This is an optimization exercise on Yosys and OpenROAD, whose aim is small area and a short achievable clock period, not a production implementation.
Function was checked by simulation only, so behaviour that the tests miss may differ from the original.
No activity file was given, so power comes from the tool's default toggle rates.

$ cat flow/design.v
package csr_pkg;
    localparam int XLEN       = 32;
    localparam int CSR_ADDR_W = 12;
    localparam logic [CSR_ADDR_W-1:0] csr_addr_mstatus   = 12'h300;
    localparam logic [CSR_ADDR_W-1:0] csr_addr_misa      = 12'h301;
    localparam logic [CSR_ADDR_W-1:0] csr_addr_mie       = 12'h304;
    localparam logic [CSR_ADDR_W-1:0] csr_addr_mtvec     = 12'h305;
    localparam logic [CSR_ADDR_W-1:0] csr_addr_mscratch  = 12'h340;
    localparam logic [CSR_ADDR_W-1:0] csr_addr_mepc      = 12'h341;
    localparam logic [CSR_ADDR_W-1:0] csr_addr_mcause    = 12'h342;
    localparam logic [CSR_ADDR_W-1:0] csr_addr_mtval     = 12'h343;
    localparam logic [CSR_ADDR_W-1:0] csr_addr_mip       = 12'h344;
    localparam logic [CSR_ADDR_W-1:0] csr_addr_mcycle    = 12'hb00;
    localparam logic [CSR_ADDR_W-1:0] csr_addr_minstret  = 12'hb02;
    localparam logic [CSR_ADDR_W-1:0] csr_addr_mcycleh   = 12'hb80;
    localparam logic [CSR_ADDR_W-1:0] csr_addr_minstreth = 12'hb82;
    localparam logic [CSR_ADDR_W-1:0] csr_addr_cycle     = 12'hc00;
    localparam logic [CSR_ADDR_W-1:0] csr_addr_time      = 12'hc01;
    localparam logic [CSR_ADDR_W-1:0] csr_addr_instret   = 12'hc02;
    localparam logic [CSR_ADDR_W-1:0] csr_addr_cycleh    = 12'hc80;
    localparam logic [CSR_ADDR_W-1:0] csr_addr_timeh     = 12'hc81;
    localparam logic [CSR_ADDR_W-1:0] csr_addr_instreth  = 12'hc82;
    localparam logic [CSR_ADDR_W-1:0] csr_addr_mhartid   = 12'hf14;
    localparam logic [CSR_ADDR_W-1:0] csr_addr_mtimecmp  = 12'h7c0;
    localparam logic [CSR_ADDR_W-1:0] csr_addr_mtimecmph = 12'h7c1;
    typedef enum logic [2:0] {
        csr_op_rw  = 3'b001,
        csr_op_rs  = 3'b010,
        csr_op_rc  = 3'b011,
        csr_op_rwi = 3'b101,
        csr_op_rsi = 3'b110,
        csr_op_rci = 3'b111
    } csr_op_e;
    localparam logic [XLEN-1:0] cause_msi = 32'd3;
    localparam logic [XLEN-1:0] cause_mti = 32'd7;
    localparam logic [XLEN-1:0] cause_mei = 32'd11;
    localparam logic [XLEN-1:0] misa_value = 32'h4000_0100;  
    typedef struct packed {
        logic [XLEN-9:0] zero_hi;
        logic            mpie;
        logic [2:0]      zero_mid;
        logic            mie;
        logic [2:0]      zero_lo;
    } mstatus_t;
    localparam int msi_bit = 3;
    localparam int mti_bit = 7;
    localparam int mei_bit = 11;
    localparam logic [XLEN-1:0] irq_mask = (32'd1 << msi_bit) | (32'd1 << mti_bit)
                                         | (32'd1 << mei_bit);
endpackage
module csr_unit #(
    parameter logic [csr_pkg::XLEN-1:0] MSCRATCH_RESET = 32'hb000_0000,
    parameter logic [csr_pkg::XLEN-1:0] HART_ID        = 32'd1,
    parameter logic [63:0]              MTIMECMP_RESET = 64'h0000_0000_8000_0000,
    parameter logic                     MEIE_RESET     = 1'b1
) (
    input  logic                          clk,
    input  logic                          rst_n,
    input  logic                          instruction_vld,
    input  logic [csr_pkg::XLEN-1:0]      instruction_pld,
    input  logic [4:0]                    inst_rd_idx,
    input  logic                          inst_rd_en,
    input  logic [csr_pkg::XLEN-1:0]      rs1_val,
    input  logic [63:0]                   instret,
    input  logic                          trap_vld,
    input  logic [csr_pkg::XLEN-1:0]      trap_pc,
    input  logic [csr_pkg::XLEN-1:0]      trap_cause,
    input  logic [csr_pkg::XLEN-1:0]      trap_tval,
    input  logic                          mret_en,
    input  logic                          intr_meip,
    input  logic                          intr_msip,
    input  logic                          intr_rdy,
    output logic [4:0]                    reg_index,
    output logic                          reg_wr_en,
    output logic [csr_pkg::XLEN-1:0]      reg_val,
    output logic                          intr_vld,
    output logic [csr_pkg::XLEN-1:0]      intr_op,
    output logic [csr_pkg::XLEN-1:0]      mtvec_val,
    output logic [csr_pkg::XLEN-1:0]      mepc_val
);
    logic [11:0] addr;
    logic [2:0]  funct3;
    logic [31:0] src;
    logic        wren;
    logic        op_rw;
    logic        op_rc;
    logic [31:0] rdata;
    logic [31:0] wdata;
    assign addr   = instruction_pld[31:20];
    assign funct3 = instruction_pld[14:12];
    assign src    = funct3[2] ? {27'd0, instruction_pld[19:15]} : rs1_val;
    assign wren   = instruction_vld & (funct3[1:0] != 2'b00);
    assign op_rw  = funct3[1:0] == 2'b01;
    assign op_rc  = funct3[1:0] == 2'b11;
    assign wdata  = op_rw ? src : op_rc ? (rdata & ~src) : (rdata | src);
    assign reg_index = inst_rd_idx;
    assign reg_wr_en = instruction_vld & inst_rd_en;
    logic a_mstatus, a_misa, a_mie, a_mtvec, a_mscratch, a_mepc, a_mcause,
          a_mtval, a_mip, a_mhartid, a_cyc_lo, a_cyc_hi, a_ins_lo, a_ins_hi,
          a_cmp_lo, a_cmp_hi, a_mcycle, a_mcycleh;
    assign a_mstatus  = addr == 12'h300;
    assign a_misa     = addr == 12'h301;
    assign a_mie      = addr == 12'h304;
    assign a_mtvec    = addr == 12'h305;
    assign a_mscratch = addr == 12'h340;
    assign a_mepc     = addr == 12'h341;
    assign a_mcause   = addr == 12'h342;
    assign a_mtval    = addr == 12'h343;
    assign a_mip      = addr == 12'h344;
    assign a_mhartid  = addr == 12'hf14;
    assign a_mcycle   = addr == 12'hb00;
    assign a_mcycleh  = addr == 12'hb80;
    assign a_cyc_lo   = a_mcycle  | (addr == 12'hc00) | (addr == 12'hc01);
    assign a_cyc_hi   = a_mcycleh | (addr == 12'hc80) | (addr == 12'hc81);
    assign a_ins_lo   = (addr == 12'hb02) | (addr == 12'hc02);
    assign a_ins_hi   = (addr == 12'hb82) | (addr == 12'hc82);
    assign a_cmp_lo   = addr == 12'h7c0;
    assign a_cmp_hi   = addr == 12'h7c1;
    logic [63:0] cycle;
    logic [63:0] cycle_inc;
    logic [63:0] mtimecmp;
    logic        st_mie, st_mpie;
    logic [2:0]  mie_q;      
    logic [2:0]  mip_q;      
    logic [31:2] mtvec_hi;
    logic        mtvec_b0;   
    logic [31:0] mscratch_q, mepc_q, mcause_q, mtval_q;
    logic        timer_pend;
    logic [8:0] blk_c;
    assign blk_c[0] = 1'b1;
    for (genvar j = 0; j < 8; j++) begin : g_inc
        logic [8:0] c;
        assign c[0] = blk_c[j];
        for (genvar i = 0; i < 8; i++) begin : g_bit
            assign cycle_inc[8*j+i] = cycle[8*j+i] ^ c[i];
            assign c[i+1]           = cycle[8*j+i] & c[i];
        end
        assign blk_c[j+1] = blk_c[j] & (&cycle[8*j+7:8*j]);
    end
    always_ff @(posedge clk or negedge rst_n) begin
        if (!rst_n) begin
            cycle <= '0;
        end else begin
            cycle[31:0]  <= (wren & a_mcycle)  ? wdata  : cycle_inc[31:0];
            cycle[63:32] <= (wren & a_mcycleh) ? wdata : cycle_inc[63:32];
        end
    end
    always_ff @(posedge clk or negedge rst_n) begin
        if (!rst_n) begin
            mtimecmp <= MTIMECMP_RESET;
        end else begin
            if (wren & a_cmp_lo) mtimecmp[31:0]  <= wdata;
            if (wren & a_cmp_hi) mtimecmp[63:32] <= wdata;
        end
    end
    logic [64:0] gt;
    assign gt[0] = 1'b0;
    for (genvar i = 0; i < 64; i++) begin : g_cmp
        assign gt[i+1] = (cycle[i] & ~mtimecmp[i]) | ((cycle[i] | ~mtimecmp[i]) & gt[i]);
    end
    assign timer_pend = gt[64];
    always_ff @(posedge clk or negedge rst_n) begin
        if (!rst_n) begin
            st_mie  <= 1'b0;
            st_mpie <= 1'b0;
        end else if (trap_vld) begin
            st_mpie <= st_mie;
            st_mie  <= 1'b0;
        end else if (mret_en) begin
            st_mie  <= st_mpie;
            st_mpie <= 1'b1;
        end else if (wren & a_mstatus) begin
            st_mie  <= wdata[3];
            st_mpie <= wdata[7];
        end
    end
    always_ff @(posedge clk or negedge rst_n) begin
        if (!rst_n) begin
            mie_q <= {MEIE_RESET, 2'b00};
        end else if (wren & a_mie) begin
            mie_q <= {wdata[11], wdata[7], wdata[3]};
        end
    end
    always_ff @(posedge clk or negedge rst_n) begin
        if (!rst_n) begin
            mtvec_hi <= '0;
            mtvec_b0 <= 1'b0;
        end else if (wren & a_mtvec) begin
            mtvec_hi <= wdata[31:2];
            if (!wdata[1]) mtvec_b0 <= wdata[0];
        end
    end
    always_ff @(posedge clk or negedge rst_n) begin
        if (!rst_n) begin
            mscratch_q <= MSCRATCH_RESET;
        end else if (wren & a_mscratch) begin
            mscratch_q <= wdata;
        end
    end
    always_ff @(posedge clk or negedge rst_n) begin
        if (!rst_n) begin
            mepc_q   <= '0;
            mcause_q <= '0;
            mtval_q  <= '0;
        end else if (trap_vld) begin
            mepc_q   <= trap_pc;
            mcause_q <= trap_cause;
            mtval_q  <= trap_cause[31] ? '0 : trap_tval;
        end else begin
            if (wren & a_mepc)   mepc_q   <= wdata;
            if (wren & a_mcause) mcause_q <= wdata;
            if (wren & a_mtval)  mtval_q  <= wdata;
        end
    end
    logic [2:0] pend;
    logic       src_any;
    assign src_any = intr_meip | intr_msip | timer_pend;
    assign pend    = mie_q & mip_q;
    assign intr_vld = st_mie & (|pend);
    always_ff @(posedge clk or negedge rst_n) begin
        if (!rst_n) begin
            mip_q <= '0;
        end else if (intr_vld & intr_rdy) begin
            mip_q <= '0;
        end else if (src_any) begin
            mip_q <= {intr_meip, timer_pend & ~intr_msip & ~intr_meip, intr_msip & ~intr_meip};
        end else if (wren & a_mip) begin
            mip_q <= {wdata[11], wdata[7], wdata[3]};
        end
    end
    always_comb begin
        intr_op = '0;
        if (intr_vld) begin
            if (pend[2])      intr_op = csr_pkg::cause_mei;
            else if (pend[0]) intr_op = csr_pkg::cause_msi;
            else              intr_op = csr_pkg::cause_mti;
        end
    end
    logic [31:0] mstatus_rd, mie_rd, mip_rd, mtvec_rd;
    assign mstatus_rd = {24'd0, st_mpie, 3'd0, st_mie, 3'd0};
    assign mie_rd     = {20'd0, mie_q[2], 3'd0, mie_q[1], 3'd0, mie_q[0], 3'd0};
    assign mip_rd     = {20'd0, mip_q[2], 3'd0, mip_q[1], 3'd0, mip_q[0], 3'd0};
    assign mtvec_rd   = {mtvec_hi, 1'b0, mtvec_b0};
    assign rdata = ({32{a_mstatus}}  & mstatus_rd)
                   | ({32{a_misa}}     & csr_pkg::misa_value)
                   | ({32{a_mie}}      & mie_rd)
                   | ({32{a_mtvec}}    & mtvec_rd)
                   | ({32{a_mscratch}} & mscratch_q)
                   | ({32{a_mepc}}     & mepc_q)
                   | ({32{a_mcause}}   & mcause_q)
                   | ({32{a_mtval}}    & mtval_q)
                   | ({32{a_mip}}      & mip_rd)
                   | ({32{a_mhartid}}  & HART_ID)
                   | ({32{a_cyc_lo}}   & cycle[31:0])
                   | ({32{a_cyc_hi}}   & cycle[63:32])
                   | ({32{a_ins_lo}}   & instret[31:0])
                   | ({32{a_ins_hi}}   & instret[63:32])
                   | ({32{a_cmp_lo}}   & mtimecmp[31:0])
                   | ({32{a_cmp_hi}}   & mtimecmp[63:32]);
    assign reg_val   = rdata;
    assign mtvec_val = mtvec_rd;
    assign mepc_val  = mepc_q;
endmodule
$ cat flow/flow/run.sh
#!/bin/bash
# The standard flow's layout, with two changes: abc maps with flow/abc_custom.script,
# and the port buffers are plain buf_1 cells.
set -euo pipefail
export CUSTOM_ABC_SCRIPT="$PWD/flow/abc_custom.script"
bash standard.sh SYNTH_SCRIPT="$PWD/flow/synth_custom.tcl" \
  BUFFER_PORTS_ARGS="-buffer_cell sky130_fd_sc_hd__buf_1" finish > standard_make.log 2>&1
$ cat flow/flow/abc_custom.script
&get -n
&st
&dch
&nf
&st
&syn2
&if -g -K 6
&synch2
&nf
&st
&syn2
&if -g -K 6
&synch2
&nf
&put
strash
dch
map
topo
buffer -c
stime -c
upsize -c
dnsize -c
$ cat flow/flow/synth_custom.tcl
proc synth {args} { yosys synth -nofsm -noshare {*}$args }
proc abc {args} {
  set i [lsearch -exact $args -script]
  if {$i >= 0} { lset args [expr {$i + 1}] $::env(CUSTOM_ABC_SCRIPT) }
  yosys abc {*}$args
}
source $::env(SCRIPTS_DIR)/synth.tcl
# left out here: clear keep_hierarchy, flatten, clean up, hide names made inside functions, write 1_2_yosys.v
$ cat flow/standard.sh
#!/bin/bash
# synth_recipe.tcl (not shown) runs the flow's synth.tcl, then flattens the netlist and writes it again
# the make line also repeats each setting of config.mk as NAME=value (left out here)
make -C /OpenROAD-flow-scripts/flow DESIGN_CONFIG=/design/flow/config.mk WORK_HOME=/design/flow/orfs CLKGATE_MAP_FILE= SYNTH_SCRIPT=/design/flow/synth_recipe.tcl "${@:-finish}"
$ cat flow/config.mk
export PLATFORM = sky130hd
export DESIGN_NAME = csr_unit
export DESIGN_NICKNAME = csr_unit
export VERILOG_FILES = /design/flow/design.v
export SDC_FILE = /design/flow/constraint.sdc
export NUM_CORES = 4
export LEC_CHECK = 0
export CAP_MARGIN = 20
export CORE_MARGIN = 2
export CORE_UTILIZATION = 55
export CTS_BUF_LIST = sky130_fd_sc_hd__clkbuf_8
export CTS_CLUSTER_DIAMETER = 50
export CTS_CLUSTER_SIZE = 12
export SETUP_SLACK_MARGIN = 1.7
export SLEW_MARGIN = 20
$ cat flow/constraint.sdc
create_clock -name core_clock -period 6.0 [get_ports {clk}]
set_input_delay 1.2000 -clock core_clock [delete_from_list [all_inputs] [get_ports {clk}]]
set_output_delay 1.2000 -clock core_clock [all_outputs]
set_load 0.01 [all_outputs]
==> reports/results.md, run 1 <==
| Stage | Metric | Value |
| --- | --- | --- |
| run status | Result of the run | finished clean |
| floorplan | Placeable core region | 30,400 um^2 |
| sta | Worst path setup slack after routing | 1.70 ns |
| clock tree | Number of buffers inserted during clock tree synthesis | 38 |
| logic synthesis | Synth Instances | 2,109 |
| sta | Minimum clock period after layout | 4.30 ns |
| global route | First-pass GRT wire length | 98,900 um |
| clock tree | Clock root cell | sky130_fd_sc_hd__clkbuf_8 |
| logic synthesis | Seq/Total Area, Yosys | 0.437 |
| global route | Met2 Use GR | 0.644 |
| floorplan | Top-Level Pins | 373 |
| worst setup path | Kind of end point of the critical path | output port |
| logic synthesis | Avg Inst Size Synth | 8.02 um^2 |
| clock tree | Skew-Pair Late Insertion Delay | 0.59 ns |
| worst setup path | Data required time of the critical path | 4.80 ns |
| placed design | Place WS | 1.24 ns |
| worst setup path | Startpoint kind of the worst setup timing path | input port |
| layout | Layout Area Growth over Synthesis | 17.8% |
| worst hold path | Hold Startpoint | mtimecmp[10] |
| clock tree | Clock Pin Slew Worst Setup and Hold Paths | 0.07 ns |
| sta | Max Fclk | 232 MHz |
| logic synthesis | Summed instance area of the synthesized netlist | 16,900 um^2 |
| floorplan | Site Rows | 64 |
| route | Violation count after the first detailed-route iteration | 2,031 |
| sta | Worst max-slew margin expressed relative to the limit | 0.329 |
| route | DR DRC count | 0 |
| worst setup path | Biggest cell delay along the critical path | 0.36 ns |
| clock tree | CTS tree | built |
| worst hold path | Worst Hold Path Cells | 2 |
| global route | Via count of the first global-routing pass | 16,600 |
| logic synthesis | Post-synth EDFFs | 0 |
| worst setup path | Cell family with the largest share of critical-path delay | simple AND/OR/NAND/NOR gates |
| sta | Worst clock skew | 0.0264 ns |
| pwr | Power per standard cell area | 218 nW/um^2 |
| pwr | Static leakage | 0.00876 uW |
| clock tree | Number of buffers on the longest clock path | 3 |
| floorplan | Die height | 179 um |
| global route | Overall Global Routing Usage | 0.415 |
| global route | Number of antenna violations at the first check in global routing | 2 |
| layout | Final net count | 2,720 |
| logic synthesis | Area share of the leading cell type in the synthesized netlist | 0.429 |
| logic synthesis | Most frequent cell after synthesis | sky130_fd_sc_hd__nand2_1 |
| sta | Final period utilization | 0.717 |
| global route | Met3 capacity usage during global routing | 0.0850 |
| logic synthesis | Async set or reset register ratio after synthesis | 1.00 |
| placed design | GP Congestion | 0.958 |
| sta | RSZ-0062 raised after global routing | true |
| route | Antenna viol nets, final | 0 |
| worst setup path | Worst-path fanout max | 6 |
| sta | Slew @ Worst Pin | 1.01 ns |
| route | Mean number of vias per cell | 6.25 |
| worst setup path | Crit path arrival time | 3.10 ns |
| global route | Aggregate global routing overflow | 0 |
| clock tree | Post-cts hold buffer count | 0 |
| worst hold path | Worst min-delay path endpoint | mtimecmp[10] |
| logic synthesis | Post-synth top cells | sky130_fd_sc_hd__nand2_1 (440), sky130_fd_sc_hd__o21ai_0 (307), sky130_fd_sc_hd__dfrtp_1 (290) |
| placed design | Number of port buffers | 321 |
| worst setup path | Register-to-register setup slack | 1.94 ns |
| route | Via count | 17,800 |
| logic synthesis | Count of distinct cell types in the synthesized netlist | 61 |
| worst setup path | Critical register-to-register path endpoint | cycle[62] |
| floorplan | Starting density of the core | 0.556 |
| job | Max-Cap Viols | 0 |
| worst setup path | Classification of the worst setup path | input port to output port |
| route | Final routed wirelength across all metal layers | 68,000 um |
| logic synthesis | Yosys Warn Count | 1 |
| floorplan | Area of the die | 32,200 um^2 |
| worst setup path | Depth of the worst register-to-register path | 18 |
| layout | Share of cells above drive strength 1 | 0.102 |
| floorplan | Overall die width | 179 um |
| global route | Global route hottest layer | met2 |
| sta | Final hold viol count | 0 |
| logic synthesis | Post-synthesis register bit count | 295 |
| worst hold path | Type of the tightest min-delay check | flip-flop to flip-flop |
| clock tree | Sinks on the clock net | 295 |
| logic synthesis | Most frequently used flop master after synthesis | sky130_fd_sc_hd__dfrtp_1 |
| placed design | DP Cell Count | 2,746 |
| layout | Post-route insts no fill | 2,850 |
| route | 1st-pass router iterations | 9 |
| worst setup path | Critical path, cell by cell | buf_4, nor4b_4, nand3_4, buf_6, nor3_4, buf_8, buf_4, a22oi_1, nand4_1, buf_2 |
| logic synthesis | Biggest area consumer among synthesized cells | sky130_fd_sc_hd__dfrtp_1 |
| route | DR WL/cell | 23.9 um |
| sta | Final count of negative-setup-slack endpoints | 0 |
| worst setup path | R2R Path Start | cycle[1] |
| clock tree | H-tree levels | 2 |
| worst setup path | Dominant cell type by count on the critical path | sky130_fd_sc_hd__buf_4 |
| placed design | Detailed-placement wirelength estimate | 46,500 um |
| global route | Pin count of the biggest net entering global routing | 91 |
| logic synthesis | Top cells by area in the synthesized netlist | sky130_fd_sc_hd__dfrtp_1 (43%), sky130_fd_sc_hd__nand2_1 (9.8%), sky130_fd_sc_hd__o21ai_0 (9.1%) |
| sta | Post-route setup TNS | 0 ns |
| global route | Met1 Use GR | 0.543 |
| sta | Slew Limit Fails | 0 |
| worst setup path | Buffers & Inverters on Critical Path | 5 |
| pwr | Peak supply drop | 176 uV |
| worst setup path | Cell with the largest stage delay on the worst path | sky130_fd_sc_hd__nor4b_4 |
==> logic make-up after synthesis <==
family                     share of synthesized area
AOI/OAI and AO/OA                              0.246
xor gates and xnor gates                     0.00725
adders and majority gates                     0.0407
buffers and inverters                         0.0817
DFF                                            0.437
muxes                                        0.00178
other                                       0.000222
and+or+nand+nor                                0.186
==> power by group <==
group | internal (uW) | switching [uW] | total, uW
clock | 862 | 852 | 1710
sequential | 2070 | 78.4 | 2150
combinational | 148 | 337 | 484
total | 3080 | 1270 | 4350
==> sequential cells by signal, summed over array words and instances (netlist names) <==
signal / count
mip_q: 3
st_mpie: 1
mcause_q: 32
mtvec_b0: 1
mscratch_q: 32
mtval_q: 32
mepc_q: 32
st_mie: 1
cycle: 64
mtimecmp: 64
mtvec_hi: 30
mie_q: 3
==> repair_timing <==
item | in CTS | in global routing
pin swaps | 4 | 14
gates resized for setup | 25 | 87
buffers inserted | 15 | 21
gates cloned | 0 | 1
endpoints found under the setup margin | 38 | 34
==> layout by cell type (no fill, tap or decap), drive strengths merged, types with 2 or more instances in the layout <==
| cell type | netlist | routed |
|---|---|---|
| nand2 | 444 | 444 |
| buf | 71 | 382 |
| o21ai | 348 | 348 |
| dfrtp | 290 | 290 |
| inv | 166 | 174 |
| nor2 | 139 | 139 |
| a21oi | 130 | 130 |
| a221oi | 79 | 79 |
| nand3 | 59 | 59 |
| clkbuf | 77 | 57 |
| ha | 55 | 55 |
| nand4 | 52 | 52 |
| o22ai | 43 | 43 |
| a22oi | 31 | 31 |
| conb | 1 | 29 |
| a22o | 14 | 14 |
| a211oi | 13 | 13 |
| nor3 | 13 | 13 |
| o2bb2ai | 10 | 10 |
| nand2b | 9 | 9 |
| xor2 | 8 | 8 |
| clkinv | 1 | 8 |
| xnor2 | 6 | 6 |
| clkinvlp | 0 | 5 |
| a31oi | 5 | 5 |
| bufinv | 0 | 5 |
| dfstp | 5 | 5 |
| nor4 | 5 | 5 |
| o211ai | 4 | 4 |
| nand3b | 3 | 3 |
| o2111a | 3 | 3 |
| mux2i | 3 | 3 |
| o211a | 3 | 3 |
| nor3b | 3 | 3 |
| a21o | 2 | 2 |
| and3 | 2 | 2 |
| or2 | 2 | 2 |
==> layer usage <==
metal,part of all wire,vias up,routed length [um]
met5,0,-,0
met1,0.39,8415,26300
met2,0.44,1174,30000
li1,-,7981,-
met3,0.11,250,7590
met4,0.061,0,4130
==> final cells by class <==
type | instances | area [um^2]
Clock inverter | 25 | 267
Multi-Input combinational cell | 1527 | 8520
Antenna cell | 1 | 2.50
Tap cell | 396 | 495
Sequential cell | 295 | 7390
Clock buffer | 41 | 564
Timing Repair Buffer | 398 | 2040
Fill cell | 2733 | 10500
Inverter | 167 | 642
==> how the worst max path moves through the flow <==
stage	start	endpoint	slack, ns	depth (start not counted)
3_5_place_dp	instruction_pld[31]	reg_val[26]	1.24	11
3_3_place_gp	instruction_pld[31]	reg_val[26]	0.86	10
4_1_cts	instruction_pld[31]	reg_val[16]	1.70	9
5_1_grt	instruction_pld[31]	reg_val[5]	1.65	11
6_report	instruction_pld[31]	reg_val[22]	1.70	10
2_1_floorplan	instruction_pld[20]	reg_val[16]	2.19	9
==> worst min-delay path: cells and delay by family, from the launching register on <==
kind / cells / cell delay, ns
flip-flops: 1 / 0.35
AND/OR/NAND/NOR: 1 / 0.05
AO/OA/AOI/OAI: 1 / 0.06
==> stage by stage <==
stage	power, uW	utilization	cell area (um^2)	hold slack (ns)
2_1_floorplan	2430	-	17000	0.453
3_3_place_gp	2640	0.602	18300	0.465
3_5_place_dp	2650	0.603	18400	0.472
4_1_cts	4330	0.640	19500	0.492
5_1_grt	4490	0.655	19900	0.509
6_report	4350	0.655	19900	0.490
==> run 2, diff against run 1 <==
--- a/flow/config.mk
+++ b/flow/config.mk
@@ -14,2 +14,3 @@
 export SETUP_SLACK_MARGIN = 1.7
 export SLEW_MARGIN = 20
+export TNS_END_PERCENT = 0
==> reports/results.md, run 2 <==
| Stage | Metric | Value | Change |
| --- | --- | --- | --- |
| worst setup path | Classification of the worst setup path | input port to output port | unchanged |
| global route | Aggregate global routing overflow | 0 | unchanged |
| route | Mean number of vias per cell | 6.28 | was 6.25 |
| run status | Result of the run | finished clean | unchanged |
| clock tree | Sinks on the clock net | 295 | unchanged |
| logic synthesis | Avg Inst Size Synth | 8.02 um^2 | unchanged |
| clock tree | H-tree levels | 2 | unchanged |
| worst hold path | Type of the tightest min-delay check | flip-flop to flip-flop | unchanged |
| logic synthesis | Post-synthesis register bit count | 295 | unchanged |
| layout | Final cell area excluding filler cells | 19,600 um^2 | was 19,900 um^2 |
| sta | Final count of negative-setup-slack endpoints | 0 | unchanged |
| pwr | Clock network fraction of design power | 0.394 | about the same |
| logic synthesis | Count of distinct cell types in the synthesized netlist | 61 | unchanged |
| placed design | Post-Place Cell Area | 18,400 um^2 | unchanged |
| sta | Final hold viol count | 0 | unchanged |
| floorplan | Placeable core region | 30,400 um^2 | unchanged |
| layout | Most common cell after layout, fill and taps aside | sky130_fd_sc_hd__nand2_1 | unchanged |
| pwr | Power dissipated by switching net loads | 1260 uW | was 1270 uW |
| placed design | Place WS | 1.24 ns | unchanged |
| global route | Number of antenna violations at the first check in global routing | 3 | was 2 |
| placed design | GP Congestion | 0.958 | unchanged |
| layout | Multi-input gate area | 8460 um^2 | was 8520 um^2 |
| sta | Worst max-slew margin expressed relative to the limit | 0.322 | was 0.329 |
| route | DR WL/cell | 23.8 um | was 23.9 um |
| sta | RSZ-0062 raised after global routing | true | unchanged |
| logic synthesis | Async set or reset register ratio after synthesis | 1.00 | unchanged |
| route | Violation count after the first detailed-route iteration | 1,970 | was 2,031 |
| logic synthesis | Yosys Warn Count | 1 | unchanged |
| pwr | Fraction of power consumed by combinational cells | 0.111 | about the same |
| global route | Via count of the first global-routing pass | 16,600 | about the same |
| clock tree | Clock Pin Slew Worst Setup and Hold Paths | 0.07 ns | about the same |
| logic synthesis | Post-synth top cells | sky130_fd_sc_hd__nand2_1 (440), sky130_fd_sc_hd__o21ai_0 (307), sky130_fd_sc_hd__dfrtp_1 (290) | unchanged |
| layout | Final net count | 2,701 | was 2,720 |
| logic synthesis | Top cells by area in the synthesized netlist | sky130_fd_sc_hd__dfrtp_1 (43%), sky130_fd_sc_hd__nand2_1 (9.8%), sky130_fd_sc_hd__o21ai_0 (9.1%) | unchanged |
| worst setup path | Cell with the largest stage delay on the worst path | sky130_fd_sc_hd__nor2_1 | was sky130_fd_sc_hd__nor4b_4 |
| sta | Post-route setup TNS | 0 ns | unchanged |
| sta | Worst clock skew | 0.0301 ns | was 0.0264 ns |
| sta | Final period utilization | 0.720 | was 0.717 |
| clock tree | CTS tree | built | unchanged |
| floorplan | Starting density of the core | 0.556 | unchanged |
| global route | Overall Global Routing Usage | 0.415 | about the same |
| layout | Post-route insts no fill | 2,832 | was 2,850 |
| route | Antenna viol nets, final | 0 | unchanged |
| placed design | DP Cell Count | 2,746 | unchanged |
| job | Max-Cap Viols | 0 | unchanged |
| logic synthesis | Area share of the leading cell type in the synthesized netlist | 0.429 | unchanged |
| sta | Max Fclk | 231 MHz | was 232 MHz |
| logic synthesis | Synth Instances | 2,109 | unchanged |
| global route | First-pass GRT wire length | 98,800 um | was 98,900 um |
| sta | Slew @ Worst Pin | 1.02 ns | was 1.01 ns |
| route | Via count | 17,800 | about the same |
| worst setup path | Startpoint kind of the worst setup timing path | input port | unchanged |
| worst setup path | Critical path, cell by cell | clkbuf_2, nor4b_4, buf_4, nand3_2, nor2_1, a22oi_1, o2111a_1, nand3_1, buf_1 | was buf_4, nor4b_4, nand3_4, buf_6, nor3_4, buf_8, buf_4, a22oi_1, nand4_1, buf_2 |
| floorplan | Site Rows | 64 | unchanged |
| floorplan | Overall die width | 179 um | unchanged |
| sta | Worst path setup slack after routing | 1.68 ns | was 1.70 ns |
| pwr | Total power | 4350 uW | about the same |
| logic synthesis | Most frequent cell after synthesis | sky130_fd_sc_hd__nand2_1 | unchanged |
| layout | Commonest cells after routing, fill and taps aside | sky130_fd_sc_hd__nand2_1 (434), sky130_fd_sc_hd__buf_1 (315), sky130_fd_sc_hd__o21ai_0 (307) | was sky130_fd_sc_hd__nand2_1 (434), sky130_fd_sc_hd__o21ai_0 (304), sky130_fd_sc_hd__buf_1 (296) |
| worst setup path | Worst-path fanout max | 5 | was 6 |
| pwr | Static leakage | 0.00854 uW | was 0.00876 uW |
| pwr | Power per standard cell area | 222 nW/um^2 | was 218 nW/um^2 |
| clock tree | Number of buffers inserted during clock tree synthesis | 38 | unchanged |
| logic synthesis | Biggest area consumer among synthesized cells | sky130_fd_sc_hd__dfrtp_1 | unchanged |
| placed design | Detailed-placement wirelength estimate | 46,500 um | unchanged |
| logic synthesis | Summed instance area of the synthesized netlist | 16,900 um^2 | unchanged |
| sta | Minimum clock period after layout | 4.32 ns | was 4.30 ns |
| pwr | Cell-internal power | 3080 uW | about the same |
| route | Final routed wirelength across all metal layers | 67,300 um | was 68,000 um |
| logic synthesis | Seq/Total Area, Yosys | 0.437 | unchanged |
| layout | Fillers | 2,776 | was 2,733 |
| floorplan | Die height | 179 um | unchanged |
| clock tree | Number of buffers on the longest clock path | 3 | unchanged |
| route | 1st-pass router iterations | 6 | was 9 |
| logic synthesis | Post-synth EDFFs | 0 | unchanged |
| worst setup path | Kind of end point of the critical path | output port | unchanged |
| sta | Slew Limit Fails | 0 | unchanged |
| placed design | Number of port buffers | 321 | unchanged |
| global route | Pin count of the biggest net entering global routing | 91 | unchanged |
| clock tree | Skew-Pair Late Insertion Delay | 0.59 ns | about the same |
| worst setup path | Crit path arrival time | 3.12 ns | was 3.10 ns |
| layout | Layout Area Growth over Synthesis | 16.0% | was 17.8% |
| worst setup path | Biggest cell delay along the critical path | 0.40 ns | was 0.36 ns |
| pwr | Switch share | 0.291 | about the same |
| layout | Share of cells above drive strength 1 | 0.0822 | was 0.102 |
| floorplan | Top-Level Pins | 373 | unchanged |
| route | DR DRC count | 0 | unchanged |
| logic synthesis | Most frequently used flop master after synthesis | sky130_fd_sc_hd__dfrtp_1 | unchanged |
| clock tree | Clock root cell | sky130_fd_sc_hd__clkbuf_8 | unchanged |
| floorplan | Area of the die | 32,200 um^2 | unchanged |
| worst setup path | Data required time of the critical path | 4.80 ns | about the same |
| pwr | Peak supply drop | 175 uV | was 176 uV |
| layout | Area of all sequential standard cells | 7390 um^2 | unchanged |
| layout | Largest registers in the final layout | cycle x64, mtimecmp x64 | unchanged |
| pwr | Reg power frac | 0.495 | about the same |
run 2: path summary, 6_finish.rpt:
path | start | endpoint | slack (ns) | depth (start not counted)
setup / recovery | instruction_pld[31] | reg_val[7] | 1.68 | 9
hold / removal | mtimecmp[10] | mtimecmp[10] | 0.49 | 2
setup reg to reg | cycle[1] | cycle[62] | 1.92 | 18
hold reg to reg | mtimecmp[10] | mtimecmp[10] | 0.49 | 2
max in group asynchronous | rst_n | mepc_q[18] | 3.85 | 2
min in group asynchronous | rst_n | mtval_q[3] | 0.78 | 1
run 2: stage by stage:
step / utilization / hold slack (ns)
after global placement: 0.602 / 0.465
after detailed placement: 0.603 / 0.472
after global routing: 0.645 / 0.510
final: 0.645 / 0.489
after CTS: 0.638 / 0.492
after floorplan: - / 0.453
run 2: logic make-up after synthesis:
group                      Yosys count  share of synthesized area
AOI/OAI and AO/OA                  693                      0.246
xor gates and xnor gates            14                    0.00725
adders and majority gates           55                     0.0407
buffers and inverters              315                     0.0817
DFF                                295                      0.437
muxes                                3                    0.00178
other                                1                   0.000222
and+or+nand+nor                    733                      0.186
run 2: final cells by class:
class | count | area share
multi-input combinational | 1528 | 0.431
sequential | 295 | 0.376
timing repair buffer | 378 | 0.0919
inverter | 167 | 0.0327
clock buffer | 41 | 0.0288
tap | 396 | 0.0252
clock inverter | 25 | 0.0136
antenna | 2 | 0.000255
run 2: worst max-delay path, delay by kind of cell:
kind            cells  cell delay [ns]
buf+inv             3             0.47
compound gates      2             0.47
simple gates        4             0.99
run 2: repair_timing:
item                       CTS  global route
gates resized for setup     20            35
gates cloned                 0             1
hold buffers                 0             0
pin swaps                    4             6
buffers inserted            12             5
setup endpoints to repair   38            36
run 2: power groups by stage:
| stage | Combinational (uW) | Clock (uW) | Sequential (uW) |
|---|---|---|---|
| after floorplan | 259 | 0 | 2170 |
| after global placement | 455 | 0 | 2180 |
| after detailed placement | 466 | 0 | 2190 |
| after CTS | 470 | 1710 | 2150 |
| after global routing | 537 | 1790 | 2160 |
| final | 484 | 1710 | 2150 |
run 2: routing by layer:
layer  global-route usage  up-vias  wire length (um)
met5                    0        -                12
met4                0.233        2              4260
met3               0.0859      276              7480
met2                0.645     1177             29400
met1                0.541     8387             26100
li1                     -     7948                 -
==> run 3, diff against run 2 <==
--- a/flow/config.mk
+++ b/flow/config.mk
@@ -12,5 +12,5 @@
 export CTS_CLUSTER_DIAMETER = 50
 export CTS_CLUSTER_SIZE = 12
-export SETUP_SLACK_MARGIN = 1.7
+export SETUP_SLACK_MARGIN = 1.9
 export SLEW_MARGIN = 20
 export TNS_END_PERCENT = 0
==> reports/results.md, run 3 <==
| Stage | Metric | Value | Change |
| --- | --- | --- | --- |
| run status | Result of the run | finished clean | unchanged |
| layout | Number of antenna repair diodes | 0 | was 2 |
| sta | Slew Limit Fails | 0 | unchanged |
| worst setup path | Kind of end point of the critical path | output port | unchanged |
| worst setup path | R2R Path Start | cycle[1] | unchanged |
| pwr | Power per standard cell area | 214 nW/um^2 | was 222 nW/um^2 |
| logic synthesis | Seq/Total Area, Yosys | 0.437 | unchanged |
| floorplan | Site Rows | 64 | unchanged |
| global route | Aggregate global routing overflow | 0 | unchanged |
| sta | Final count of negative-setup-slack endpoints | 0 | unchanged |
| logic synthesis | Post-synth top cells | sky130_fd_sc_hd__nand2_1 (440), sky130_fd_sc_hd__o21ai_0 (307), sky130_fd_sc_hd__dfrtp_1 (290) | unchanged |
| clock tree | Sinks on the clock net | 295 | unchanged |
| sta | Final hold viol count | 0 | unchanged |
| sta | Worst path setup slack after routing | 1.74 ns | was 1.68 ns |
| layout | Most common cell after layout, fill and taps aside | sky130_fd_sc_hd__nand2_1 | unchanged |
| placed design | Place WS | 1.24 ns | unchanged |
| clock tree | Number of buffers on the longest clock path | 3 | unchanged |
| placed design | Number of port buffers | 321 | unchanged |
| layout | Layout Area Growth over Synthesis | 20.4% | was 16.0% |
| worst setup path | Classification of the worst setup path | input port to output port | unchanged |
| worst setup path | Worst-path fanout max | 6 | was 5 |
| clock tree | Post-cts hold buffer count | 0 | unchanged |
| clock tree | Clock Pin Slew Worst Setup and Hold Paths | 0.08 ns | was 0.07 ns |
| worst setup path | Startpoint kind of the worst setup timing path | input port | unchanged |
| pwr | Peak supply drop | 175 uV | about the same |
| worst setup path | Data required time of the critical path | 4.80 ns | about the same |
| worst setup path | Critical register-to-register path endpoint | cycle[62] | unchanged |
| layout | Share of cells above drive strength 1 | 0.124 | was 0.0822 |
| logic synthesis | Post-synthesis register bit count | 295 | unchanged |
| logic synthesis | Post-synth EDFFs | 0 | unchanged |
| route | DR WL/cell | 24.2 um | was 23.8 um |
| logic synthesis | Top cells by area in the synthesized netlist | sky130_fd_sc_hd__dfrtp_1 (43%), sky130_fd_sc_hd__nand2_1 (9.8%), sky130_fd_sc_hd__o21ai_0 (9.1%) | unchanged |
| floorplan | Placeable core region | 30,400 um^2 | unchanged |
| logic synthesis | Count of distinct cell types in the synthesized netlist | 61 | unchanged |
| logic synthesis | Synth Instances | 2,109 | unchanged |
| route | Antenna viol nets, final | 0 | unchanged |
| clock tree | Clock root cell | sky130_fd_sc_hd__clkbuf_8 | unchanged |
| layout | Multi-input gate area | 8760 um^2 | was 8460 um^2 |
| pwr | Static leakage | 0.00894 uW | was 0.00854 uW |
| route | Violation count after the first detailed-route iteration | 2,007 | was 1,970 |
| route | DR DRC count | 0 | unchanged |
| route | Mean number of vias per cell | 6.29 | was 6.28 |
| route | 1st-pass router iterations | 6 | unchanged |
| floorplan | Starting density of the core | 0.556 | unchanged |
| logic synthesis | Yosys Warn Count | 1 | unchanged |
| floorplan | Area of the die | 32,200 um^2 | unchanged |
| floorplan | Die height | 179 um | unchanged |
| logic synthesis | Biggest area consumer among synthesized cells | sky130_fd_sc_hd__dfrtp_1 | unchanged |
| worst setup path | Cell with the largest stage delay on the worst path | sky130_fd_sc_hd__a221oi_1 | was sky130_fd_sc_hd__nor2_1 |
| job | Max-Cap Viols | 0 | unchanged |
| route | Final routed wirelength across all metal layers | 69,300 um | was 67,300 um |
| floorplan | Overall die width | 179 um | unchanged |
| sta | Worst max-slew margin expressed relative to the limit | 0.270 | was 0.322 |
| worst setup path | Register-to-register setup slack | 1.98 ns | was 1.92 ns |
| sta | Slew @ Worst Pin | 1.10 ns | was 1.02 ns |
| clock tree | Number of buffers inserted during clock tree synthesis | 38 | unchanged |
| logic synthesis | Area share of the leading cell type in the synthesized netlist | 0.429 | unchanged |
| layout | Fillers | 2,660 | was 2,776 |
| global route | Via count of the first global-routing pass | 16,700 | was 16,600 |
| worst setup path | Crit path arrival time | 3.06 ns | was 3.12 ns |
| global route | Pin count of the biggest net entering global routing | 91 | unchanged |
| placed design | Detailed-placement wirelength estimate | 46,500 um | unchanged |
| placed design | GP Congestion | 0.958 | unchanged |
| logic synthesis | Summed instance area of the synthesized netlist | 16,900 um^2 | unchanged |
| layout | Final cell area excluding filler cells | 20,400 um^2 | was 19,600 um^2 |
| sta | Post-route setup TNS | 0 ns | unchanged |
| placed design | Post-Place Cell Area | 18,400 um^2 | unchanged |
| layout | Area of all sequential standard cells | 7390 um^2 | unchanged |
| clock tree | Skew-Pair Late Insertion Delay | 0.59 ns | about the same |
| worst hold path | Type of the tightest min-delay check | flip-flop to flip-flop | unchanged |
| layout | Commonest cells after routing, fill and taps aside | sky130_fd_sc_hd__nand2_1 (429), sky130_fd_sc_hd__o21ai_0 (298), sky130_fd_sc_hd__dfrtp_1 (290), sky130_fd_sc_hd__buf_1 (290), sky130_fd_sc_hd__inv_1 (157) | was sky130_fd_sc_hd__nand2_1 (434), sky130_fd_sc_hd__buf_1 (315), sky130_fd_sc_hd__o21ai_0 (307) |
| route | Via count | 18,000 | was 17,800 |
| logic synthesis | Most frequent cell after synthesis | sky130_fd_sc_hd__nand2_1 | unchanged |
| sta | Worst clock skew | 0.0318 ns | was 0.0301 ns |
| layout | Largest registers in the final layout | cycle x64, mtimecmp x64 | unchanged |
| worst setup path | Capturing instance or port of the critical path | reg_val[15] | was reg_val[7] |
| global route | First-pass GRT wire length | 100,000 um | was 98,800 um |
| sta | Minimum clock period after layout | 4.26 ns | was 4.32 ns |
| logic synthesis | Avg Inst Size Synth | 8.02 um^2 | unchanged |
| sta | RSZ-0062 raised after global routing | true | unchanged |
| worst setup path | Depth of the worst register-to-register path | 18 | unchanged |
| global route | Number of antenna violations at the first check in global routing | 1 | was 3 |
| worst setup path | Critical path, cell by cell | clkbuf_2, nand3b_1, buf_6, nand2_2, nand2_2, nor2_4, buf_12, buf_4, a221oi_1, nand4_1, buf_2 | was clkbuf_2, nor4b_4, buf_4, nand3_2, nor2_1, a22oi_1, o2111a_1, nand3_1, buf_1 |
| worst setup path | Beginning of the critical path | instruction_pld[30] | was instruction_pld[31] |
| logic synthesis | Most frequently used flop master after synthesis | sky130_fd_sc_hd__dfrtp_1 | unchanged |
| sta | Final period utilization | 0.710 | was 0.720 |
| clock tree | H-tree levels | 2 | unchanged |
| floorplan | Top-Level Pins | 373 | unchanged |
| worst setup path | Biggest cell delay along the critical path | 0.30 ns | was 0.40 ns |
| sta | Max Fclk | 235 MHz | was 231 MHz |
| clock tree | CTS tree | built | unchanged |
| logic synthesis | Async set or reset register ratio after synthesis | 1.00 | unchanged |
| layout | Final net count | 2,736 | was 2,701 |
| global route | Overall Global Routing Usage | 0.420 | was 0.415 |
| worst setup path | Dominant cell type by count on the critical path | sky130_fd_sc_hd__nand2_2 |  |
run 3: cell counts after synthesis:
No cell type changed its count.
run 3: cell type report:
cell class | count | share of cell area
repair buffers | 413 | 0.110
inverters | 167 | 0.0319
clock buffers | 41 | 0.0277
clock inverters | 25 | 0.0131
well taps | 396 | 0.0243
multi-input cells | 1528 | 0.430
flip-flops and latches | 295 | 0.363
run 3: layer usage:
| metal | global-route usage | routed length [um] | up-vias |
|---|---|---|---|
| met5 | 0 | 0 | - |
| met4 | 0.228 | 4360 | 0 |
| met3 | 0.0861 | 8130 | 293 |
| met2 | 0.654 | 30200 | 1243 |
| met1 | 0.551 | 26600 | 8476 |
| li1 | - | - | 8006 |
run 3: what timing repair did:
item	CTS	global route
setup endpoints to repair	40	36
gates cloned	2	2
buffers inserted	20	29
pin swaps	11	19
resized for setup	68	113
run 3: worst min-delay path by stage:
stage / from / endpoint / slack (ns) / cells past startpoint
floorplan: mie_q[1] / mie_q[1] / 0.45 / 2
global placement: mtimecmp[28] / mtimecmp[28] / 0.47 / 2
detailed placement: mtimecmp[60] / mtimecmp[60] / 0.47 / 2
CTS: mtimecmp[61] / mtimecmp[61] / 0.49 / 2
global route: mscratch_q[0] / mscratch_q[0] / 0.51 / 2
finish: mtimecmp[61] / mtimecmp[61] / 0.49 / 2
run 3: cells by family (layout without fill, tap and decap cells):
logic type,after synthesis,count (layout),synth area share
simple gates,733,734,0.186
compound gates,693,693,0.246
buf+inv,315,646,0.0817
flops,295,295,0.437
fa+ha+maj,55,55,0.0407
xor+xnor,14,14,0.00725
mux,3,3,0.00178
other cells,1,29,0.000222
run 3: worst max-delay path: cells and delay by family:
kind                   cells  cell delay (ns)
AOI/OAI and AO/OA          1             0.30
buffers and inverters      5             0.78
and+or+nand+nor            5             0.76
run 3: stage by stage:
step	power [uW]	hold slack [ns]	instances	utilization
6_report	4360	0.491	2865	0.669
3_5_place_dp	2650	0.472	2746	0.603
2_1_floorplan	2430	0.453	2137	-
4_1_cts	4340	0.492	2834	0.647
5_1_grt	4500	0.509	2865	0.669
3_3_place_gp	2640	0.465	2744	0.602
run 3: power breakdown:
| group | total (uW) | switching (uW) | leakage, uW | internal (uW) |
|---|---|---|---|---|
| registers | 2150 | 79.3 | 0.00389 | 2070 |
| clock network | 1710 | 852 | 0.000446 | 862 |
| logic | 494 | 342 | 0.00461 | 152 |
==> run 4, diff against run 3 <==
==> flow/config.mk (replaced) <==
export PLATFORM = sky130hd
export DESIGN_NAME = csr_unit
export DESIGN_NICKNAME = csr_unit
export VERILOG_FILES = /design/flow/design.v
export SDC_FILE = /design/flow/constraint.sdc
export NUM_CORES = 4
export LEC_CHECK = 0
export CAP_MARGIN = 20
export CORE_MARGIN = 2
export CORE_UTILIZATION = 65
export CTS_BUF_LIST = sky130_fd_sc_hd__clkbuf_4
export CTS_CLUSTER_DIAMETER = 40
export CTS_CLUSTER_SIZE = 8
export PLACE_DENSITY = 0.75
export SETUP_SLACK_MARGIN = 1.5
export SLEW_MARGIN = 20
==> reports/results.md, run 4 <==
| Stage | Metric | Value | Change |
| --- | --- | --- | --- |
| run status | Result of the run | finished clean | unchanged |
| route | DR DRC count | 0 | unchanged |
| clock tree | Clock Pin Slew Worst Setup and Hold Paths | 0.08 ns | about the same |
| layout | Most common cell after layout, fill and taps aside | sky130_fd_sc_hd__nand2_1 | unchanged |
| route | Final routed wirelength across all metal layers | 65,500 um | was 69,300 um |
| layout | Share of cells above drive strength 1 | 0.0857 | was 0.124 |
| route | DR WL/cell | 23.5 um | was 24.2 um |
| clock tree | Skew-Pair Late Insertion Delay | 0.72 ns | was 0.59 ns |
| sta | Post-route setup TNS | 0 ns | unchanged |
| sta | Final hold viol count | 0 | unchanged |
| global route | Overall Global Routing Usage | 0.476 | was 0.420 |
| sta | Final count of negative-setup-slack endpoints | 0 | unchanged |
| logic synthesis | Summed instance area of the synthesized netlist | 16,900 um^2 | unchanged |
| worst setup path | Data required time of the critical path | 4.80 ns | about the same |
| pwr | Reg power frac | 0.524 | was 0.494 |
| logic synthesis | Top cells by area in the synthesized netlist | sky130_fd_sc_hd__dfrtp_1 (43%), sky130_fd_sc_hd__nand2_1 (9.8%), sky130_fd_sc_hd__o21ai_0 (9.1%) | unchanged |
| floorplan | Starting density of the core | 0.655 | was 0.556 |
| clock tree | Post-cts hold buffer count | 0 | unchanged |
| logic synthesis | Async set or reset register ratio after synthesis | 1.00 | unchanged |
| worst setup path | Crit path arrival time | 3.27 ns | was 3.06 ns |
| layout | Multi-input gate area | 8380 um^2 | was 8760 um^2 |
| sta | Max Fclk | 224 MHz | was 235 MHz |
| global route | Aggregate global routing overflow | 0 | unchanged |
| logic synthesis | Synth Instances | 2,109 | unchanged |
| logic synthesis | Seq/Total Area, Yosys | 0.437 | unchanged |
| route | Mean number of vias per cell | 6.60 | was 6.29 |
| layout | Final cell area excluding filler cells | 19,300 um^2 | was 20,400 um^2 |
| placed design | GP Congestion | 0.977 | was 0.958 |
| route | Antenna viol nets, final | 0 | unchanged |
| worst setup path | Buffers & Inverters on Critical Path | 4 | was 5 |
| global route | Via count of the first global-routing pass | 16,900 | was 16,700 |
| worst setup path | Cell with the largest stage delay on the worst path | sky130_fd_sc_hd__buf_4 | was sky130_fd_sc_hd__a221oi_1 |
| logic synthesis | Post-synth EDFFs | 0 | unchanged |
| job | Max-Cap Viols | 0 | unchanged |
| pwr | Static leakage | 0.00842 uW | was 0.00894 uW |
| global route | Pin count of the biggest net entering global routing | 151 | was 91 |
| layout | Layout Utilization | 0.745 | was 0.669 |
| route | Via count | 18,400 | was 18,000 |
| layout | Largest registers in the final layout | cycle x64, mtimecmp x64 | unchanged |
| sta | Worst clock skew | 0.0398 ns | was 0.0318 ns |
| placed design | Post-Place Cell Area | 18,300 um^2 | was 18,400 um^2 |
| pwr | Fraction of power consumed by combinational cells | 0.118 | was 0.113 |
| pwr | Power per standard cell area | 213 nW/um^2 | was 214 nW/um^2 |
| logic synthesis | Count of distinct cell types in the synthesized netlist | 61 | unchanged |
| clock tree | Sinks on the clock net | 295 | unchanged |
| pwr | Cell-internal power | 2900 uW | was 3090 uW |
| worst setup path | Dominant cell type by count on the critical path | sky130_fd_sc_hd__buf_1 | was sky130_fd_sc_hd__nand2_2 |
| floorplan | Placeable core region | 25,800 um^2 | was 30,400 um^2 |
| logic synthesis | Post-synth top cells | sky130_fd_sc_hd__nand2_1 (440), sky130_fd_sc_hd__o21ai_0 (307), sky130_fd_sc_hd__dfrtp_1 (290) | unchanged |
| route | 1st-pass router iterations | 6 | unchanged |
| pwr | Clock network fraction of design power | 0.358 | was 0.393 |
| sta | Final period utilization | 0.744 | was 0.710 |
| logic synthesis | Post-synthesis register bit count | 295 | unchanged |
| layout | Area of all sequential standard cells | 7390 um^2 | unchanged |
| layout | Commonest cells after routing, fill and taps aside | sky130_fd_sc_hd__nand2_1 (435), sky130_fd_sc_hd__buf_1 (317), sky130_fd_sc_hd__o21ai_0 (306) | was sky130_fd_sc_hd__nand2_1 (429), sky130_fd_sc_hd__o21ai_0 (298), sky130_fd_sc_hd__dfrtp_1 (290), sky130_fd_sc_hd__buf_1 (290), sky130_fd_sc_hd__inv_1 (157) |
| worst setup path | Biggest cell delay along the critical path | 0.35 ns | was 0.30 ns |
| placed design | Detailed-placement wirelength estimate | 44,500 um | was 46,500 um |
| pwr | Power dissipated by switching net loads | 1200 uW | was 1270 uW |
| global route | First-pass GRT wire length | 97,100 um | was 100,000 um |
| worst hold path | Type of the tightest min-delay check | flip-flop to flip-flop | unchanged |
| sta | Worst hold margin | 0.494 ns | was 0.491 ns |
| logic synthesis | Yosys Warn Count | 1 | unchanged |
| logic synthesis | Biggest area consumer among synthesized cells | sky130_fd_sc_hd__dfrtp_1 | unchanged |
| worst setup path | Kind of end point of the critical path | output port | unchanged |
| worst setup path | Critical path, cell by cell | buf_1, nand3b_1, inv_1, nand3_2, nor2_4, buf_4, a22oi_1, o311a_1, nand3_1, buf_1 | was clkbuf_2, nand3b_1, buf_6, nand2_2, nand2_2, nor2_4, buf_12, buf_4, a221oi_1, nand4_1, buf_2 |
| pwr | Switch share | 0.292 | about the same |
| placed design | Number of port buffers | 321 | unchanged |
| layout | Layout Area Growth over Synthesis | 13.8% | was 20.4% |
| clock tree | Number of buffers inserted during clock tree synthesis | 48 | was 38 |
| logic synthesis | Area share of the leading cell type in the synthesized netlist | 0.429 | unchanged |
| layout | Fillers | 2,101 | was 2,660 |
| route | Violation count after the first detailed-route iteration | 2,887 | was 2,007 |
| sta | Worst path setup slack after routing | 1.53 ns | was 1.74 ns |
| sta | Slew Limit Fails | 0 | unchanged |
| logic synthesis | Most frequently used flop master after synthesis | sky130_fd_sc_hd__dfrtp_1 | unchanged |
| placed design | Place WS | 1.14 ns | was 1.24 ns |
| worst setup path | Cell family with the largest share of critical-path delay | simple AND/OR/NAND/NOR gates | was buffers and inverters |
| sta | Slew @ Worst Pin | 1.01 ns | was 1.10 ns |
| clock tree | Clock root cell | sky130_fd_sc_hd__clkbuf_4 | was sky130_fd_sc_hd__clkbuf_8 |
| floorplan | Area of the die | 27,300 um^2 | was 32,200 um^2 |
| sta | Minimum clock period after layout | 4.47 ns | was 4.26 ns |
| pwr | Peak supply drop | 179 uV | was 175 uV |
| sta | Worst max-slew margin expressed relative to the limit | 0.325 | was 0.270 |
| floorplan | Site Rows | 59 | was 64 |
| floorplan | Die height | 165 um | was 179 um |
| global route | Number of antenna violations at the first check in global routing | 4 | was 1 |
| floorplan | Overall die width | 165 um | was 179 um |
| clock tree | CTS tree | built | unchanged |
| logic synthesis | Avg Inst Size Synth | 8.02 um^2 | unchanged |
| worst setup path | Worst-path fanout max | 13 | was 6 |
| sta | RSZ-0062 raised after global routing | false | was true |
| floorplan | Top-Level Pins | 373 | unchanged |
| logic synthesis | Most frequent cell after synthesis | sky130_fd_sc_hd__nand2_1 | unchanged |
| worst setup path | Classification of the worst setup path | input port to output port | unchanged |
| clock tree | Number of buffers on the longest clock path | 3 | unchanged |
| layout | Final net count | 2,715 | was 2,736 |
| clock tree | H-tree levels | 2 | unchanged |
| worst setup path | Startpoint kind of the worst setup timing path | input port | unchanged |
run 4: per-layer routing:
layer,GRT usage,share of wire,vias up
met2,0.719,0.43,1522
met5,0,0.00038,-
met4,0.292,0.073,4
li1,-,-,7972
met3,0.121,0.14,332
met1,0.618,0.36,8564
run 4: worst paths after layout:
| kind | from | endpoint | slack [ns] | cells after the start |
|---|---|---|---|---|
| worst max-delay path | instruction_pld[30] | reg_val[0] | 1.53 | 10 |
| worst min-delay path | mscratch_q[15] | mscratch_q[15] | 0.49 | 2 |
| worst max register to register | cycle[1] | cycle[62] | 1.72 | 18 |
| worst min register to register | mscratch_q[15] | mscratch_q[15] | 0.49 | 2 |
| max in group asynchronous | rst_n | mcause_q[12] | 4.02 | 2 |
| min in group asynchronous | rst_n | mtvec_hi[3] | 0.63 | 1 |
run 4: worst reg2reg max path, delay by kind of cell (launching register included):
| family | cells | cell delay [ns] |
|---|---|---|
| DFF | 1 | 0.39 |
| and+or+nand+nor | 8 | 2.13 |
| AOI/OAI and AO/OA | 1 | 0.08 |
| adders and majority gates | 8 | 1.44 |
| buffers and inverters | 1 | 0.12 |
run 4: metrics by stage:
step / power (uW) / std cells
after floorplan: 2430 / 2137
after global placement: 2630 / 2683
after detailed placement: 2640 / 2683
after CTS: 4060 / 2778
after global routing: 4220 / 2788
final: 4100 / 2789
run 4: area by class of cell:
type | instances | share of cell area
tap | 335 | 0.0218
clock inverter | 13 | 0.00884
timing repair buffer | 383 | 0.0909
clock buffer | 66 | 0.0257
sequential | 295 | 0.384
multi-input combinational | 1527 | 0.435
inverter | 167 | 0.0333
antenna | 3 | 0.000390
run 4: power by group through the flow:
| stage | Sequential (uW) | Combinational, uW | Clock (uW) |
|---|---|---|---|
| floorplan | 2170 | 259 | 0 |
| global placement | 2180 | 445 | 0 |
| detailed placement | 2180 | 461 | 0 |
| CTS | 2140 | 464 | 1450 |
| global route | 2160 | 529 | 1540 |
| finish | 2150 | 482 | 1470 |
run 4: repair_timing:
| action | in CTS | in global routing |
|---|---|---|
| pin swaps | 5 | 4 |
| hold endpoints to repair | 0 | 0 |
| endpoints found under the setup margin | 36 | 30 |
| resized for setup | 9 | 18 |
| setup buffers | 16 | 8 |
run 4: kinds of logic after synthesis:
kind of cell	Yosys count	synth area share
buffers and inverters	315	0.0817
AOI/OAI and AO/OA	693	0.246
muxes	3	0.00178
and+or+nand+nor	733	0.186
other	1	0.000222
DFF	295	0.437
adders and majority gates	55	0.0407
xor gates and xnor gates	14	0.00725
==> run 5, diff against run 4 <==
--- a/flow/config.mk
+++ b/flow/config.mk
@@ -13,4 +13,4 @@
 export CTS_CLUSTER_SIZE = 8
 export PLACE_DENSITY = 0.75
-export SETUP_SLACK_MARGIN = 1.5
+export SETUP_SLACK_MARGIN = 1.7
 export SLEW_MARGIN = 20
==> reports/results.md, run 5 <==
| Stage | Metric | Value | Change |
| --- | --- | --- | --- |
| logic synthesis | Yosys Warn Count | 1 | unchanged |
| route | DR WL/cell | 23.6 um | was 23.5 um |
| logic synthesis | Synth Instances | 2,109 | unchanged |
| worst hold path | Worst Hold Path Cells | 2 | unchanged |
| layout | Most common cell after layout, fill and taps aside | sky130_fd_sc_hd__nand2_1 | unchanged |
| route | Violation count after the first detailed-route iteration | 2,852 | was 2,887 |
| logic synthesis | Multiplexer share of the synthesized area | 0.00178 | unchanged |
| route | Antenna viol nets, final | 0 | unchanged |
| worst setup path | Depth of the worst register-to-register path | 18 | unchanged |
| floorplan | Starting density of the core | 0.655 | unchanged |
| logic synthesis | Main combinational cell family by area after synthesis | compound AO/OA/AOI/OAI gates | unchanged |
| layout | Share of cells above drive strength 1 | 0.103 | was 0.0857 |
| clock tree | Sinks on the clock net | 295 | unchanged |
| route | Final routed wirelength across all metal layers | 66,000 um | was 65,500 um |
| layout | Commonest cells after routing, fill and taps aside | sky130_fd_sc_hd__nand2_1 (434), sky130_fd_sc_hd__o21ai_0 (305), sky130_fd_sc_hd__buf_1 (302) | was sky130_fd_sc_hd__nand2_1 (435), sky130_fd_sc_hd__buf_1 (317), sky130_fd_sc_hd__o21ai_0 (306) |
| floorplan | Die height | 165 um | unchanged |
| logic synthesis | Seq/Total Area, Yosys | 0.437 | unchanged |
| clock tree | Number of buffers inserted during clock tree synthesis | 48 | unchanged |
| sta | Max Fclk | 230 MHz | was 224 MHz |
| sta | Final count of negative-setup-slack endpoints | 0 | unchanged |
| worst hold path | Hold Startpoint | mtimecmp[10] | was mscratch_q[15] |
| pwr | Total power | 4090 uW | was 4100 uW |
| worst setup path | Cell with the largest stage delay on the worst path | sky130_fd_sc_hd__nor2_1 | was sky130_fd_sc_hd__buf_4 |
| clock tree | Skew-Pair Late Insertion Delay | 0.71 ns | was 0.72 ns |
| placed design | GP Congestion | 0.977 | unchanged |
| pwr | Peak supply drop | 179 uV | about the same |
| layout | Layout Area Growth over Synthesis | 15.8% | was 13.8% |
| logic synthesis | Post-synth EDFFs | 0 | unchanged |
| sta | RSZ-0062 raised after global routing | true | was false |
| logic synthesis | Post-synth top cells | sky130_fd_sc_hd__nand2_1 (440), sky130_fd_sc_hd__o21ai_0 (307), sky130_fd_sc_hd__dfrtp_1 (290) | unchanged |
| logic synthesis | Summed instance area of the synthesized netlist | 16,900 um^2 | unchanged |
| route | 1st-pass router iterations | 6 | unchanged |
| logic synthesis | Most frequently used flop master after synthesis | sky130_fd_sc_hd__dfrtp_1 | unchanged |
| placed design | Number of port buffers | 321 | unchanged |
| route | DR DRC count | 0 | unchanged |
| floorplan | Top-Level Pins | 373 | unchanged |
| clock tree | Clock Pin Slew Worst Setup and Hold Paths | 0.10 ns | was 0.08 ns |
| worst hold path | Type of the tightest min-delay check | flip-flop to flip-flop | unchanged |
| global route | First-pass GRT wire length | 97,400 um | was 97,100 um |
| worst setup path | Register-to-register setup slack | 1.85 ns | was 1.72 ns |
| logic synthesis | Synth Area in Simple Gates | 0.186 | unchanged |
| logic synthesis | Area share of the leading cell type in the synthesized netlist | 0.429 | unchanged |
| worst hold path | Worst min-delay path endpoint | mtimecmp[10] | was mscratch_q[15] |
| clock tree | Clock root cell | sky130_fd_sc_hd__clkbuf_4 | unchanged |
| worst setup path | Crit path arrival time | 3.16 ns | was 3.27 ns |
| sta | Worst max-slew margin expressed relative to the limit | 0.332 | was 0.325 |
| placed design | Detailed-placement wirelength estimate | 44,500 um | unchanged |
| sta | Minimum clock period after layout | 4.36 ns | was 4.47 ns |
| sta | Final hold viol count | 0 | unchanged |
| clock tree | Post-cts hold buffer count | 0 | unchanged |
| floorplan | Area of the die | 27,300 um^2 | unchanged |
| route | Via count | 18,400 | about the same |
| worst setup path | Worst-path fanout max | 10 | was 13 |
| worst setup path | R2R Path Start | cycle[1] | unchanged |
| floorplan | Placeable core region | 25,800 um^2 | unchanged |
| global route | Overall Global Routing Usage | 0.478 | was 0.476 |
| run status | Result of the run | finished clean | unchanged |
| logic synthesis | Adder-Cell Fraction of Synth Area | 0.0407 | unchanged |
| logic synthesis | Async set or reset register ratio after synthesis | 1.00 | unchanged |
| logic synthesis | Post-synthesis register bit count | 295 | unchanged |
| worst setup path | Critical path, cell by cell | buf_1, inv_1, nand3_1, nor2_1, inv_1, nor2_4, buf_12, buf_4, o2bb2ai_1, a221oi_1, nand3_1, buf_1 | was buf_1, nand3b_1, inv_1, nand3_2, nor2_4, buf_4, a22oi_1, o311a_1, nand3_1, buf_1 |
| pwr | Power per standard cell area | 209 nW/um^2 | was 213 nW/um^2 |
| worst setup path | Cell family with the largest share of critical-path delay | buffers and inverters | was simple AND/OR/NAND/NOR gates |
| logic synthesis | Biggest area consumer among synthesized cells | sky130_fd_sc_hd__dfrtp_1 | unchanged |
| floorplan | Overall die width | 165 um | unchanged |
| sta | Post-route setup TNS | 0 ns | unchanged |
| floorplan | Site Rows | 59 | unchanged |
| sta | Slew Limit Fails | 0 | unchanged |
| job | Max-Cap Viols | 0 | unchanged |
| global route | Via count of the first global-routing pass | 17,100 | was 16,900 |
| worst setup path | Buffers & Inverters on Critical Path | 6 | was 4 |
| logic synthesis | Fraction of the mapped netlist area in compound gates | 0.246 | unchanged |
| worst setup path | Biggest cell delay along the critical path | 0.26 ns | was 0.35 ns |
| worst setup path | Data required time of the critical path | 4.80 ns | about the same |
| logic synthesis | Top cells by area in the synthesized netlist | sky130_fd_sc_hd__dfrtp_1 (43%), sky130_fd_sc_hd__nand2_1 (9.8%), sky130_fd_sc_hd__o21ai_0 (9.1%) | unchanged |
| worst setup path | Kind of end point of the critical path | output port | unchanged |
| logic synthesis | Most frequent cell after synthesis | sky130_fd_sc_hd__nand2_1 | unchanged |
| route | Mean number of vias per cell | 6.59 | was 6.60 |
| sta | Final period utilization | 0.726 | was 0.744 |
| global route | Pin count of the biggest net entering global routing | 151 | unchanged |
| clock tree | CTS tree | built | unchanged |
| logic synthesis | XOR/XNOR Fraction of Synth Area | 0.00725 | unchanged |
| global route | Number of antenna violations at the first check in global routing | 3 | was 4 |
| worst setup path | Critical register-to-register path endpoint | cycle[62] | unchanged |
| global route | Aggregate global routing overflow | 0 | unchanged |
| pwr | Static leakage | 0.00863 uW | was 0.00842 uW |
| clock tree | H-tree levels | 2 | unchanged |
| sta | Slew @ Worst Pin | 1.00 ns | was 1.01 ns |
| layout | Final net count | 2,727 | was 2,715 |
| worst setup path | Classification of the worst setup path | input port to output port | unchanged |
| layout | Largest registers in the final layout | cycle x64, mtimecmp x64 | unchanged |
| sta | Worst clock skew | 0.0386 ns | was 0.0398 ns |
| logic synthesis | Count of distinct cell types in the synthesized netlist | 61 | unchanged |
| logic synthesis | Avg Inst Size Synth | 8.02 um^2 | unchanged |
| clock tree | Number of buffers on the longest clock path | 3 | unchanged |
| worst setup path | Startpoint kind of the worst setup timing path | input port | unchanged |
## run 5: cell count changes in the layout (fill, tap and decap cells not counted), moves of 4 or more
| cell | change |
|---|---|
| sky130_fd_sc_hd__a221oi_2 | +7 |
| sky130_fd_sc_hd__nor2_1 | -4 |
| sky130_fd_sc_hd__a221oi_1 | -7 |
| sky130_fd_sc_hd__buf_1 | -15 |
| sky130_fd_sc_hd__clkbuf_2 | +12 |
| sky130_fd_sc_hd__buf_6 | +11 |
## run 5: worst register-to-register path: cells and delay by family, from the launching register on
kind / cells / cell delay [ns]
AO/OA/AOI/OAI: 1 / 0.08
adder cells (fa/ha/maj): 8 / 1.44
buffers and inverters: 1 / 0.14
flip-flops: 1 / 0.38
AND/OR/NAND/NOR: 8 / 1.97
## run 5: per-stage QoR
stage | area [um^2] | util | setup slack, ns | hold WS, ns | instances
after floorplan | 17000 | - | 2.19 | 0.453 | 2137
after global placement | 18300 | 0.707 | 1.13 | 0.465 | 2683
after detailed placement | 18300 | 0.707 | 1.14 | 0.473 | 2683
after CTS | 19200 | 0.744 | 1.67 | 0.494 | 2786
after global routing | 19600 | 0.758 | 1.57 | 0.512 | 2799
final | 19600 | 0.758 | 1.64 | 0.497 | 2799
## run 5: what timing repair did
item / 4_1_cts / 5_1_grt
pin swaps: 9 / 13
cloned: 0 / 2
endpoints found under the setup margin: 40 / 36
setup buffers: 24 / 10
resized for setup: 24 / 63
endpoints found under the hold margin: 0 / 0
## run 5: routing by layer
metal / up-vias / routed length (um) / track usage
met2: 1497 / 28400 / 0.723
li1: 8002 / - / -
met1: 8601 / 23100 / 0.609
met4: 2 / 4930 / 0.286
met3: 343 / 9540 / 0.142
met5: - / 11 / 0
## run 5: cells by family (layout without fill, tap and decap cells)
family / Yosys count / count (layout)
AND/OR/NAND/NOR: 733 / 734
XOR/XNOR: 14 / 14
adder cells (fa/ha/maj): 55 / 55
buffers and inverters: 315 / 640
flip-flops: 295 / 295
other: 1 / 30
multiplexers: 3 / 3
AO/OA/AOI/OAI: 693 / 693
## run 5: worst max-delay path by stage
stage	start	end	cells after the start
6_report	instruction_pld[27]	reg_val[24]	12
5_1_grt	instruction_pld[21]	reg_val[2]	12
4_1_cts	instruction_pld[30]	reg_val[11]	12
3_3_place_gp	instruction_pld[30]	reg_val[0]	10
3_5_place_dp	instruction_pld[30]	reg_val[0]	10
2_1_floorplan	instruction_pld[20]	reg_val[16]	9
## run 5: final cells by class
class	instances	area, um^2
Clock buffer	66	495
Multi-Input combinational cell	1528	8520
Antenna cell	1	2.50
Inverter	167	643
Clock inverter	13	170
Timing Repair Buffer	394	1950
Fill cell	2052	6250
Tap cell	335	419
Sequential cell	295	7390
## run 5: power by group
part | switching [uW] | total (uW) | leakage (uW) | internal [uW]
combinational | 338 | 485 | 0.00436 | 147
clock | 775 | 1460 | 0.000381 | 683
sequential | 76.7 | 2150 | 0.00389 | 2070

[re-timing with driven ports]
No port has a modelled driver above. Below, the same layouts with a new extraction and two added sets of constraints.
Step 1 assumes that a clkbuf_16 drives the clock port and a buf_2 every other input.
Step 2, shift: input delay + t, output delay - t, t = (earliest + latest rising clock arrival at the registers) / 2. This alone moves slack from input paths to output paths.
Slacks: ideal / step 1 / step 2; pairs: ideal / step 1.
run | t (ns) | setup WS [ns] | hold WS [ns]
run 1 | 0.626 | 1.698 / 1.673 / 1.666 | 0.490 / 0.490 / 0.490
run 2 | 0.627 | 1.678 / 1.653 / 1.653 | 0.489 / 0.489 / 0.489
run 3 | 0.629 | 1.737 / 1.712 / 1.674 | 0.491 / 0.491 / 0.491
run 4 | 0.747 | 1.535 / 1.513 / 1.513 | 0.494 / 0.494 / 0.494
run 5 | 0.740 | 1.644 / 1.621 / 1.621 | 0.497 / 0.497 / 0.497
After both steps every run listed still meets setup and hold. For run 3, which loses most, drivers alone change the setup slack by -0.025 ns; drivers and shift together by -0.063 ns.
